This is an optimization exercise on Yosys and OpenROAD, whose aim is small area, a short achievable clock period and few clock cycles per item, not a production implementation. At most, simulation tests tie the RTL to the original design; equivalence was not proved.

==> inputs of exp/umber <==
==> flow/design.v (excerpt) <==
module legv8_cpu (
  input  logic        CLOCK,
  input  logic        reset,
  input  logic [31:0] instruction,
  input  logic [63:0] mem_read_data,
  output logic [63:0] pc,
  output logic [63:0] mem_address,
  output logic [63:0] mem_write_data,
  output logic        mem_read,
  output logic        mem_write
);
==> module legv8_cpu, before the edit <==
module legv8_cpu (
  input  logic        CLOCK,
  input  logic        reset,
  input  logic [31:0] instruction,
  input  logic [63:0] mem_read_data,
  output logic [63:0] pc,
  output logic [63:0] mem_address,
  output logic [63:0] mem_write_data,
  output logic        mem_read,
  output logic        mem_write
);
  logic [61:0] pc_q;
  logic        stall;
  always_ff @(posedge CLOCK) begin
    if (reset)       pc_q <= '0;
    else if (!stall) pc_q <= pc_q + 62'd1;
  end
  assign pc = {pc_q, 2'b00};
  logic [31:0] ir;
  logic        ir_v;
  always_ff @(posedge CLOCK) begin
    if (reset)       ir_v <= 1'b0;
    else if (!stall) ir_v <= 1'b1;
    if (!stall)      ir   <= instruction;
  end
  logic [4:0] rd, rn, rm, rb;
  logic       is_addi, is_add, is_sub, is_and, is_orr, is_ldur, is_stur;
  logic       d_rtype, d_writes, d_imm;
  assign rd = ir[4:0];
  assign rn = ir[9:5];
  assign rm = ir[20:16];
  assign rb = ir[28] ? rd : rm;    
  assign is_addi = ir_v && ir[31:22] == 10'b1001000100;
  assign is_add  = ir_v && !is_addi && ir[31:21] == 11'b10001011000;
  assign is_sub  = ir_v && ir[31:21] == 11'b11001011000;
  assign is_and  = ir_v && ir[31:21] == 11'b10001010000;
  assign is_orr  = ir_v && ir[31:21] == 11'b10101010000;
  assign is_ldur = ir_v && ir[31:21] == 11'b11111000010;
  assign is_stur = ir_v && ir[31:21] == 11'b11111000000;
  assign d_rtype  = is_add || is_sub || is_and || is_orr;
  assign d_imm    = is_addi || is_ldur || is_stur;
  assign d_writes = (d_rtype || is_addi || is_ldur) && rd != 5'd31;
  logic [63:0] ex_a, ex_b;
  logic [12:0] ex_imm;             
  logic [4:0]  ex_rd;
  logic        ex_writes, ex_load, ex_store;
  logic        ex_sub, ex_and, ex_orr;
  logic        ex_fa, ex_fb, ex_fbl;
  logic        ex_bsel_f, ex_bsel_r, ex_bsel_i;   
  logic [4:0]  m_rd;
  logic        m_writes;
  logic [63:0] m_value;
  assign m_value = mem_read ? mem_read_data : mem_address;
  assign stall = ex_load && ex_writes &&
                 (((d_rtype || d_imm) && ex_rd == rn) || (d_rtype && ex_rd == rm));
  logic [63:0] regs [0:30];
  logic        reset_q;
  always_ff @(posedge CLOCK) reset_q <= reset;
  logic [63:0] wd_lo, wd_hi;       
  assign wd_lo = reset_q ? 64'd0 : m_value;
  assign wd_hi = reset_q ? {59'd0, 5'h1f} : m_value;
  for (genvar i = 0; i < 31; i++) begin : g_reg
    logic        en;
    logic [63:0] d;
    assign en = reset_q || (m_writes && m_rd == i);
    for (genvar b = 0; b < 64; b++) begin : g_bit
      if (b < 5 && ((i >> b) & 1)) assign d[b] = wd_hi[b];
      else                         assign d[b] = wd_lo[b];
    end
    always_ff @(posedge CLOCK) begin
      if (en) regs[i] <= d;
    end
  end
  logic [63:0] ra_data, rb_data;
  always_comb begin
    ra_data = '0;
    rb_data = '0;
    for (int i = 0; i < 31; i++) begin
      ra_data = ra_data | (regs[i] & {64{rn == i}});
      rb_data = rb_data | (regs[i] & {64{rb == i}});
    end
    if (m_writes && m_rd == rn) ra_data = m_value;
    if (m_writes && m_rd == rb) rb_data = m_value;
  end
  always_ff @(posedge CLOCK) begin
    if (reset || stall) begin
      ex_writes <= 1'b0;
      ex_load   <= 1'b0;
      ex_store  <= 1'b0;
    end else begin
      ex_writes <= d_writes;
      ex_load   <= is_ldur;
      ex_store  <= is_stur;
    end
    ex_a       <= ra_data;
    ex_b       <= is_sub ? ~rb_data : rb_data;    
    ex_imm     <= is_addi ? {1'b0, ir[21:10]} : {{4{ir[20]}}, ir[20:12]};
    ex_rd      <= rd;
    ex_sub     <= is_sub;
    ex_and     <= is_and;
    ex_orr     <= is_orr;
    ex_fa      <= ex_writes && !ex_load && ex_rd == rn;
    ex_fb      <= ex_writes && !ex_load && ex_rd == rb;
    ex_bsel_f  <= !d_imm &&  (ex_writes && !ex_load && ex_rd == rb);
    ex_bsel_r  <= !d_imm && !(ex_writes && !ex_load && ex_rd == rb);
    ex_bsel_i  <= d_imm;
    ex_fbl     <= ex_writes &&  ex_load && ex_rd == rb;
  end
  logic [63:0] op_a, op_b, alu_b, sum, alu_res;
  logic [64:0] sum_x;
  assign op_a  = ex_fa ? mem_address : ex_a;
  assign op_b  = ex_fb ? mem_address : ex_b;    
  assign alu_b = ({64{ex_bsel_f}} & (mem_address ^ {64{ex_sub}})) |
                 ({64{ex_bsel_r}} & ex_b) |
                 ({64{ex_bsel_i}} & {{51{ex_imm[12]}}, ex_imm});
  assign sum_x = {op_a, 1'b1} + {alu_b, ex_sub};
  assign sum   = sum_x[64:1];
  always_comb begin
    if (ex_and)      alu_res = op_a & alu_b;
    else if (ex_orr) alu_res = op_a | alu_b;
    else             alu_res = sum;
  end
  always_ff @(posedge CLOCK) begin
    if (reset) begin
      mem_read  <= 1'b0;
      mem_write <= 1'b0;
      m_writes  <= 1'b0;
    end else begin
      mem_read  <= ex_load;
      mem_write <= ex_store;
      m_writes  <= ex_writes;
    end
    mem_address    <= alu_res;
    mem_write_data <= ex_fbl ? mem_read_data : op_b;
    m_rd           <= ex_rd;
  end
endmodule
clock: 7.5 ns
lec_check: 0
abc_clock_period_in_ps: 3000
cap_margin: 20
core_margin: 2
core_utilization: 30
place_density: 0.35
setup_slack_margin: 4.0
slew_margin: 20
run.sh (not shown) runs the stock make flow with config.mk's settings and CLKGATE_MAP_FILE= SYNTH_SCRIPT=/design/flow/synth_recipe.tcl, a recipe that flattens the netlist after the stock synthesis.
==> inputs of exp/willow, as changes to exp/umber <==
--- a/flow/design.v
+++ b/flow/design.v
@@ -17,12 +17,7 @@
   end
   assign pc = {pc_q, 2'b00};
   logic [31:0] ir;
-  logic        ir_v;
-  always_ff @(posedge CLOCK) begin
-    if (reset)       ir_v <= 1'b0;
-    else if (!stall) ir_v <= 1'b1;
-    if (!stall)      ir   <= instruction;
-  end
+  assign ir = instruction;
   logic [4:0] rd, rn, rm, rb;
   logic       is_addi, is_add, is_sub, is_and, is_orr, is_ldur, is_stur;
   logic       d_rtype, d_writes, d_imm;
@@ -30,13 +25,13 @@
   assign rn = ir[9:5];
   assign rm = ir[20:16];
   assign rb = ir[28] ? rd : rm;    
-  assign is_addi = ir_v && ir[31:22] == 10'b1001000100;
-  assign is_add  = ir_v && !is_addi && ir[31:21] == 11'b10001011000;
-  assign is_sub  = ir_v && ir[31:21] == 11'b11001011000;
-  assign is_and  = ir_v && ir[31:21] == 11'b10001010000;
-  assign is_orr  = ir_v && ir[31:21] == 11'b10101010000;
-  assign is_ldur = ir_v && ir[31:21] == 11'b11111000010;
-  assign is_stur = ir_v && ir[31:21] == 11'b11111000000;
+  assign is_addi = ir[31:22] == 10'b1001000100;
+  assign is_add  = !is_addi && ir[31:21] == 11'b10001011000;
+  assign is_sub  = ir[31:21] == 11'b11001011000;
+  assign is_and  = ir[31:21] == 11'b10001010000;
+  assign is_orr  = ir[31:21] == 11'b10101010000;
+  assign is_ldur = ir[31:21] == 11'b11111000010;
+  assign is_stur = ir[31:21] == 11'b11111000000;
   assign d_rtype  = is_add || is_sub || is_and || is_orr;
   assign d_imm    = is_addi || is_ldur || is_stur;
   assign d_writes = (d_rtype || is_addi || is_ldur) && rd != 5'd31;
@@ -54,15 +49,13 @@
   assign stall = ex_load && ex_writes &&
                  (((d_rtype || d_imm) && ex_rd == rn) || (d_rtype && ex_rd == rm));
   logic [63:0] regs [0:30];
-  logic        reset_q;
-  always_ff @(posedge CLOCK) reset_q <= reset;
   logic [63:0] wd_lo, wd_hi;       
-  assign wd_lo = reset_q ? 64'd0 : m_value;
-  assign wd_hi = reset_q ? {59'd0, 5'h1f} : m_value;
+  assign wd_lo = reset ? 64'd0 : m_value;
+  assign wd_hi = reset ? {59'd0, 5'h1f} : m_value;
   for (genvar i = 0; i < 31; i++) begin : g_reg
     logic        en;
     logic [63:0] d;
-    assign en = reset_q || (m_writes && m_rd == i);
+    assign en = reset || (m_writes && m_rd == i);
     for (genvar b = 0; b < 64; b++) begin : g_bit
       if (b < 5 && ((i >> b) & 1)) assign d[b] = wd_hi[b];
       else                         assign d[b] = wd_lo[b];
@@ -93,7 +86,7 @@
       ex_store  <= is_stur;
     end
     ex_a       <= ra_data;
-    ex_b       <= is_sub ? ~rb_data : rb_data;    
+    ex_b       <= rb_data;
     ex_imm     <= is_addi ? {1'b0, ir[21:10]} : {{4{ir[20]}}, ir[20:12]};
     ex_rd      <= rd;
     ex_sub     <= is_sub;
@@ -106,20 +99,29 @@
     ex_bsel_i  <= d_imm;
     ex_fbl     <= ex_writes &&  ex_load && ex_rd == rb;
   end
-  logic [63:0] op_a, op_b, alu_b, sum, alu_res;
-  logic [64:0] sum_x;
+  logic [63:0] op_a, op_b, alu_b, alu_res;
   assign op_a  = ex_fa ? mem_address : ex_a;
   assign op_b  = ex_fb ? mem_address : ex_b;    
   assign alu_b = ({64{ex_bsel_f}} & (mem_address ^ {64{ex_sub}})) |
-                 ({64{ex_bsel_r}} & ex_b) |
+                 ({64{ex_bsel_r}} & (ex_b ^ {64{ex_sub}})) |
                  ({64{ex_bsel_i}} & {{51{ex_imm[12]}}, ex_imm});
-  assign sum_x = {op_a, 1'b1} + {alu_b, ex_sub};
-  assign sum   = sum_x[64:1];
-  always_comb begin
-    if (ex_and)      alu_res = op_a & alu_b;
-    else if (ex_orr) alu_res = op_a | alu_b;
-    else             alu_res = sum;
-  end
+  logic        ex_arith;
+  logic [63:0] x, c_n;
+  logic [63:0] g0_n, p0_n, g1, p1, g2_n, p2_n, g3, p3, g4_n, p4_n, g5, p5, g6_n, p6_n;
+  assign ex_arith = !(ex_and || ex_orr);
+  logic [63:0] gb_n, pb_n;           
+  alu_pg     u_pg (.a(op_a), .b(alu_b), .arith(ex_arith), .g_n(gb_n), .p_n(pb_n));
+  assign g0_n = {gb_n[62:0], !ex_sub};
+  assign p0_n = {pb_n[62:0], 1'b1};
+  ks_level_t #(.D(1))  u_l1 (.g_n(g0_n), .p_n(p0_n), .g(g1), .p(p1));
+  ks_level_n #(.D(2))  u_l2 (.g(g1), .p(p1), .g_n(g2_n), .p_n(p2_n));
+  ks_level_t #(.D(4))  u_l3 (.g_n(g2_n), .p_n(p2_n), .g(g3), .p(p3));
+  ks_level_n #(.D(8))  u_l4 (.g(g3), .p(p3), .g_n(g4_n), .p_n(p4_n));
+  ks_level_t #(.D(16)) u_l5 (.g_n(g4_n), .p_n(p4_n), .g(g5), .p(p5));
+  ks_level_n #(.D(32)) u_l6 (.g(g5), .p(p5), .g_n(g6_n), .p_n(p6_n));
+  alu_x      u_x  (.a(op_a), .b(alu_b), .g_n(gb_n), .p_n(pb_n), .is_and(ex_and), .x(x));
+  assign c_n     = g6_n;                
+  assign alu_res = ~(x ^ c_n);
   always_ff @(posedge CLOCK) begin
     if (reset) begin
       mem_read  <= 1'b0;
@@ -135,3 +137,65 @@
     m_rd           <= ex_rd;
   end
 endmodule
+module alu_pg (
+  input  logic [63:0] a,
+  input  logic [63:0] b,
+  input  logic        arith,
+  output logic [63:0] g_n,
+  output logic [63:0] p_n
+);
+  assign g_n = ~(a & b & {64{arith}});
+  assign p_n = ~(a | b);
+endmodule
+module ks_level_t #(
+  parameter int D = 1
+) (
+  input  logic [63:0] g_n,
+  input  logic [63:0] p_n,
+  output logic [63:0] g,
+  output logic [63:0] p
+);
+  for (genvar i = 0; i < 64; i++) begin : g_bit
+    if (i >= D) begin : g_op
+      assign g[i] = ~(g_n[i] & (p_n[i] | g_n[i-D]));
+    end else begin : g_pass
+      assign g[i] = ~g_n[i];
+    end
+    if (i >= 2 * D) begin : g_pop
+      assign p[i] = ~(p_n[i] | p_n[i-D]);
+    end else begin : g_pzero
+      assign p[i] = 1'b0;               
+    end
+  end
+endmodule
+module ks_level_n #(
+  parameter int D = 1
+) (
+  input  logic [63:0] g,
+  input  logic [63:0] p,
+  output logic [63:0] g_n,
+  output logic [63:0] p_n
+);
+  for (genvar i = 0; i < 64; i++) begin : g_bit
+    if (i >= D) begin : g_op
+      assign g_n[i] = ~(g[i] | (p[i] & g[i-D]));
+    end else begin : g_pass
+      assign g_n[i] = ~g[i];
+    end
+    if (i >= 2 * D) begin : g_pop
+      assign p_n[i] = ~(p[i] & p[i-D]);
+    end else begin : g_pzero
+      assign p_n[i] = 1'b1;             
+    end
+  end
+endmodule
+module alu_x (
+  input  logic [63:0] a,
+  input  logic [63:0] b,
+  input  logic [63:0] g_n,
+  input  logic [63:0] p_n,
+  input  logic        is_and,
+  output logic [63:0] x
+);
+  assign x = is_and ? (a & b) : (~p_n & g_n);
+endmodule
Settings changed: ABC_CLOCK_PERIOD_IN_PS 3000 to not set, CORE_UTILIZATION 30 to 35, PLACE_DENSITY 0.35 to 0.4, SETUP_SLACK_MARGIN 4.0 to 4.5, SYNTH_HIERARCHICAL set to 1, SYNTH_MINIMUM_KEEP_SIZE set to 0, TNS_END_PERCENT set to 10.
==> inputs of exp/indigo, as changes to exp/umber <==
--- a/flow/design.v
+++ b/flow/design.v
@@ -17,12 +17,7 @@
   end
   assign pc = {pc_q, 2'b00};
   logic [31:0] ir;
-  logic        ir_v;
-  always_ff @(posedge CLOCK) begin
-    if (reset)       ir_v <= 1'b0;
-    else if (!stall) ir_v <= 1'b1;
-    if (!stall)      ir   <= instruction;
-  end
+  assign ir = instruction;
   logic [4:0] rd, rn, rm, rb;
   logic       is_addi, is_add, is_sub, is_and, is_orr, is_ldur, is_stur;
   logic       d_rtype, d_writes, d_imm;
@@ -30,13 +25,13 @@
   assign rn = ir[9:5];
   assign rm = ir[20:16];
   assign rb = ir[28] ? rd : rm;    
-  assign is_addi = ir_v && ir[31:22] == 10'b1001000100;
-  assign is_add  = ir_v && !is_addi && ir[31:21] == 11'b10001011000;
-  assign is_sub  = ir_v && ir[31:21] == 11'b11001011000;
-  assign is_and  = ir_v && ir[31:21] == 11'b10001010000;
-  assign is_orr  = ir_v && ir[31:21] == 11'b10101010000;
-  assign is_ldur = ir_v && ir[31:21] == 11'b11111000010;
-  assign is_stur = ir_v && ir[31:21] == 11'b11111000000;
+  assign is_addi = ir[31:22] == 10'b1001000100;
+  assign is_add  = !is_addi && ir[31:21] == 11'b10001011000;
+  assign is_sub  = ir[31:21] == 11'b11001011000;
+  assign is_and  = ir[31:21] == 11'b10001010000;
+  assign is_orr  = ir[31:21] == 11'b10101010000;
+  assign is_ldur = ir[31:21] == 11'b11111000010;
+  assign is_stur = ir[31:21] == 11'b11111000000;
   assign d_rtype  = is_add || is_sub || is_and || is_orr;
   assign d_imm    = is_addi || is_ldur || is_stur;
   assign d_writes = (d_rtype || is_addi || is_ldur) && rd != 5'd31;
@@ -54,15 +49,13 @@
   assign stall = ex_load && ex_writes &&
                  (((d_rtype || d_imm) && ex_rd == rn) || (d_rtype && ex_rd == rm));
   logic [63:0] regs [0:30];
-  logic        reset_q;
-  always_ff @(posedge CLOCK) reset_q <= reset;
   logic [63:0] wd_lo, wd_hi;       
-  assign wd_lo = reset_q ? 64'd0 : m_value;
-  assign wd_hi = reset_q ? {59'd0, 5'h1f} : m_value;
+  assign wd_lo = reset ? 64'd0 : m_value;
+  assign wd_hi = reset ? {59'd0, 5'h1f} : m_value;
   for (genvar i = 0; i < 31; i++) begin : g_reg
     logic        en;
     logic [63:0] d;
-    assign en = reset_q || (m_writes && m_rd == i);
+    assign en = reset || (m_writes && m_rd == i);
     for (genvar b = 0; b < 64; b++) begin : g_bit
       if (b < 5 && ((i >> b) & 1)) assign d[b] = wd_hi[b];
       else                         assign d[b] = wd_lo[b];
@@ -93,7 +86,7 @@
       ex_store  <= is_stur;
     end
     ex_a       <= ra_data;
-    ex_b       <= is_sub ? ~rb_data : rb_data;    
+    ex_b       <= rb_data;
     ex_imm     <= is_addi ? {1'b0, ir[21:10]} : {{4{ir[20]}}, ir[20:12]};
     ex_rd      <= rd;
     ex_sub     <= is_sub;
@@ -106,20 +99,29 @@
     ex_bsel_i  <= d_imm;
     ex_fbl     <= ex_writes &&  ex_load && ex_rd == rb;
   end
-  logic [63:0] op_a, op_b, alu_b, sum, alu_res;
-  logic [64:0] sum_x;
+  logic [63:0] op_a, op_b, alu_b, alu_res;
   assign op_a  = ex_fa ? mem_address : ex_a;
   assign op_b  = ex_fb ? mem_address : ex_b;    
   assign alu_b = ({64{ex_bsel_f}} & (mem_address ^ {64{ex_sub}})) |
-                 ({64{ex_bsel_r}} & ex_b) |
+                 ({64{ex_bsel_r}} & (ex_b ^ {64{ex_sub}})) |
                  ({64{ex_bsel_i}} & {{51{ex_imm[12]}}, ex_imm});
-  assign sum_x = {op_a, 1'b1} + {alu_b, ex_sub};
-  assign sum   = sum_x[64:1];
-  always_comb begin
-    if (ex_and)      alu_res = op_a & alu_b;
-    else if (ex_orr) alu_res = op_a | alu_b;
-    else             alu_res = sum;
-  end
+  logic        ex_arith;
+  logic [63:0] x, c_n;
+  logic [63:0] g0_n, p0_n, g1, p1, g2_n, p2_n, g3, p3, g4_n, p4_n, g5, p5, g6_n, p6_n;
+  assign ex_arith = !(ex_and || ex_orr);
+  logic [63:0] gb_n, pb_n;           
+  alu_pg     u_pg (.a(op_a), .b(alu_b), .arith(ex_arith), .g_n(gb_n), .p_n(pb_n));
+  assign g0_n = {gb_n[62:0], !ex_sub};
+  assign p0_n = {pb_n[62:0], 1'b1};
+  ks_level_t #(.D(1))  u_l1 (.g_n(g0_n), .p_n(p0_n), .g(g1), .p(p1));
+  ks_level_n #(.D(2))  u_l2 (.g(g1), .p(p1), .g_n(g2_n), .p_n(p2_n));
+  ks_level_t #(.D(4))  u_l3 (.g_n(g2_n), .p_n(p2_n), .g(g3), .p(p3));
+  ks_level_n #(.D(8))  u_l4 (.g(g3), .p(p3), .g_n(g4_n), .p_n(p4_n));
+  ks_level_t #(.D(16)) u_l5 (.g_n(g4_n), .p_n(p4_n), .g(g5), .p(p5));
+  ks_level_n #(.D(32)) u_l6 (.g(g5), .p(p5), .g_n(g6_n), .p_n(p6_n));
+  alu_x      u_x  (.a(op_a), .b(alu_b), .g_n(gb_n), .p_n(pb_n), .is_and(ex_and), .x(x));
+  assign c_n     = g6_n;                
+  assign alu_res = ~(x ^ c_n);
   always_ff @(posedge CLOCK) begin
     if (reset) begin
       mem_read  <= 1'b0;
@@ -135,3 +137,65 @@
     m_rd           <= ex_rd;
   end
 endmodule
+module alu_pg (
+  input  logic [63:0] a,
+  input  logic [63:0] b,
+  input  logic        arith,
+  output logic [63:0] g_n,
+  output logic [63:0] p_n
+);
+  assign g_n = ~(a & b & {64{arith}});
+  assign p_n = ~(a | b);
+endmodule
+module ks_level_t #(
+  parameter int D = 1
+) (
+  input  logic [63:0] g_n,
+  input  logic [63:0] p_n,
+  output logic [63:0] g,
+  output logic [63:0] p
+);
+  for (genvar i = 0; i < 64; i++) begin : g_bit
+    if (i >= D) begin : g_op
+      assign g[i] = ~(g_n[i] & (p_n[i] | g_n[i-D]));
+    end else begin : g_pass
+      assign g[i] = ~g_n[i];
+    end
+    if (i >= 2 * D) begin : g_pop
+      assign p[i] = ~(p_n[i] | p_n[i-D]);
+    end else begin : g_pzero
+      assign p[i] = 1'b0;               
+    end
+  end
+endmodule
+module ks_level_n #(
+  parameter int D = 1
+) (
+  input  logic [63:0] g,
+  input  logic [63:0] p,
+  output logic [63:0] g_n,
+  output logic [63:0] p_n
+);
+  for (genvar i = 0; i < 64; i++) begin : g_bit
+    if (i >= D) begin : g_op
+      assign g_n[i] = ~(g[i] | (p[i] & g[i-D]));
+    end else begin : g_pass
+      assign g_n[i] = ~g[i];
+    end
+    if (i >= 2 * D) begin : g_pop
+      assign p_n[i] = ~(p[i] & p[i-D]);
+    end else begin : g_pzero
+      assign p_n[i] = 1'b1;             
+    end
+  end
+endmodule
+module alu_x (
+  input  logic [63:0] a,
+  input  logic [63:0] b,
+  input  logic [63:0] g_n,
+  input  logic [63:0] p_n,
+  input  logic        is_and,
+  output logic [63:0] x
+);
+  assign x = is_and ? (a & b) : (~p_n & g_n);
+endmodule
Settings changed: ABC_CLOCK_PERIOD_IN_PS 3000 to not set, CORE_UTILIZATION 30 to 35, CTS_CLUSTER_DIAMETER set to 60, CTS_CLUSTER_SIZE set to 24, PLACE_DENSITY 0.35 to 0.4, SETUP_SLACK_MARGIN 4.0 to 4.5, SYNTH_HIERARCHICAL set to 1, SYNTH_MINIMUM_KEEP_SIZE set to 0, TNS_END_PERCENT set to 10.
==> impl_metrics.yaml <==
grt:
  grt_start_max_net_pins: 72
  grt_use_met1_pct: 48.08
status:
  status: "complete, no violations"
routing:
  wl_met2_um: 277100
timing:
  fmax_ghz: 0.2533
floorplanning:
  die_area_mm2: 0.3493
clock_network:
  clk_pin_slew_ns: 0.06
[end of results for exp/umber]
==> impl_metrics.yaml <==
status:
  status: "complete, no violations"
timing:
  fmax_ghz: 0.3009
grt:
  grt_start_max_net_pins: 98
routing:
  wl_met2_um: 270600
[end of results for exp/indigo]
==> impl_metrics.yaml <==
timing:
  fmax_ghz: 0.2937
clock_network:
  clk_pin_slew_ns: 0.06
grt:
  grt_start_max_net_pins: 98
floorplanning:
  die_area_mm2: 0.3024
status:
  status: "complete, no violations"
[end of results for exp/willow]
Testbench counts of exp/willow, summed over its fixed seeds: cycles 12,469, instrs 12,248.
Testbench counts of exp/indigo, summed over its fixed seeds: cycles 12,469, instrs 12,248.
For exp/umber, only the layout was checked, not whether the RTL still works.

-- static timing again, ports no longer ideal --
Ports are ideal in the flow. The routed layouts listed here were re-timed in OpenROAD.
Step 1 sets driving cells, clkbuf_16 on the clock port and buf_2 on the other inputs (assumed; they add their load-dependent delay and slew).
Step 2 times the ports against the registers' clock, not the clock port: input delays grow and output delays shrink by t, the midpoint of the rising clock arrivals with the driver on.
Slacks: ideal / step 1 / step 2; pairs: ideal / step 1.
run	t (ns)	slack for setup (ns)	worst hold slack (ns)
exp/umber	1.032	3.552 / 3.552 / 3.471	0.439 / 0.439 / 0.439
exp/willow	1.024	4.095 / 4.068 / 3.215	0.439 / 0.439 / 0.439
exp/indigo	1.065	4.177 / 4.157 / 3.246	0.440 / 0.440 / 0.440
After both steps setup and hold are still met in every run listed. For exp/indigo, which loses most, drivers alone change the setup slack by -0.020 ns; drivers and shift together by -0.931 ns.
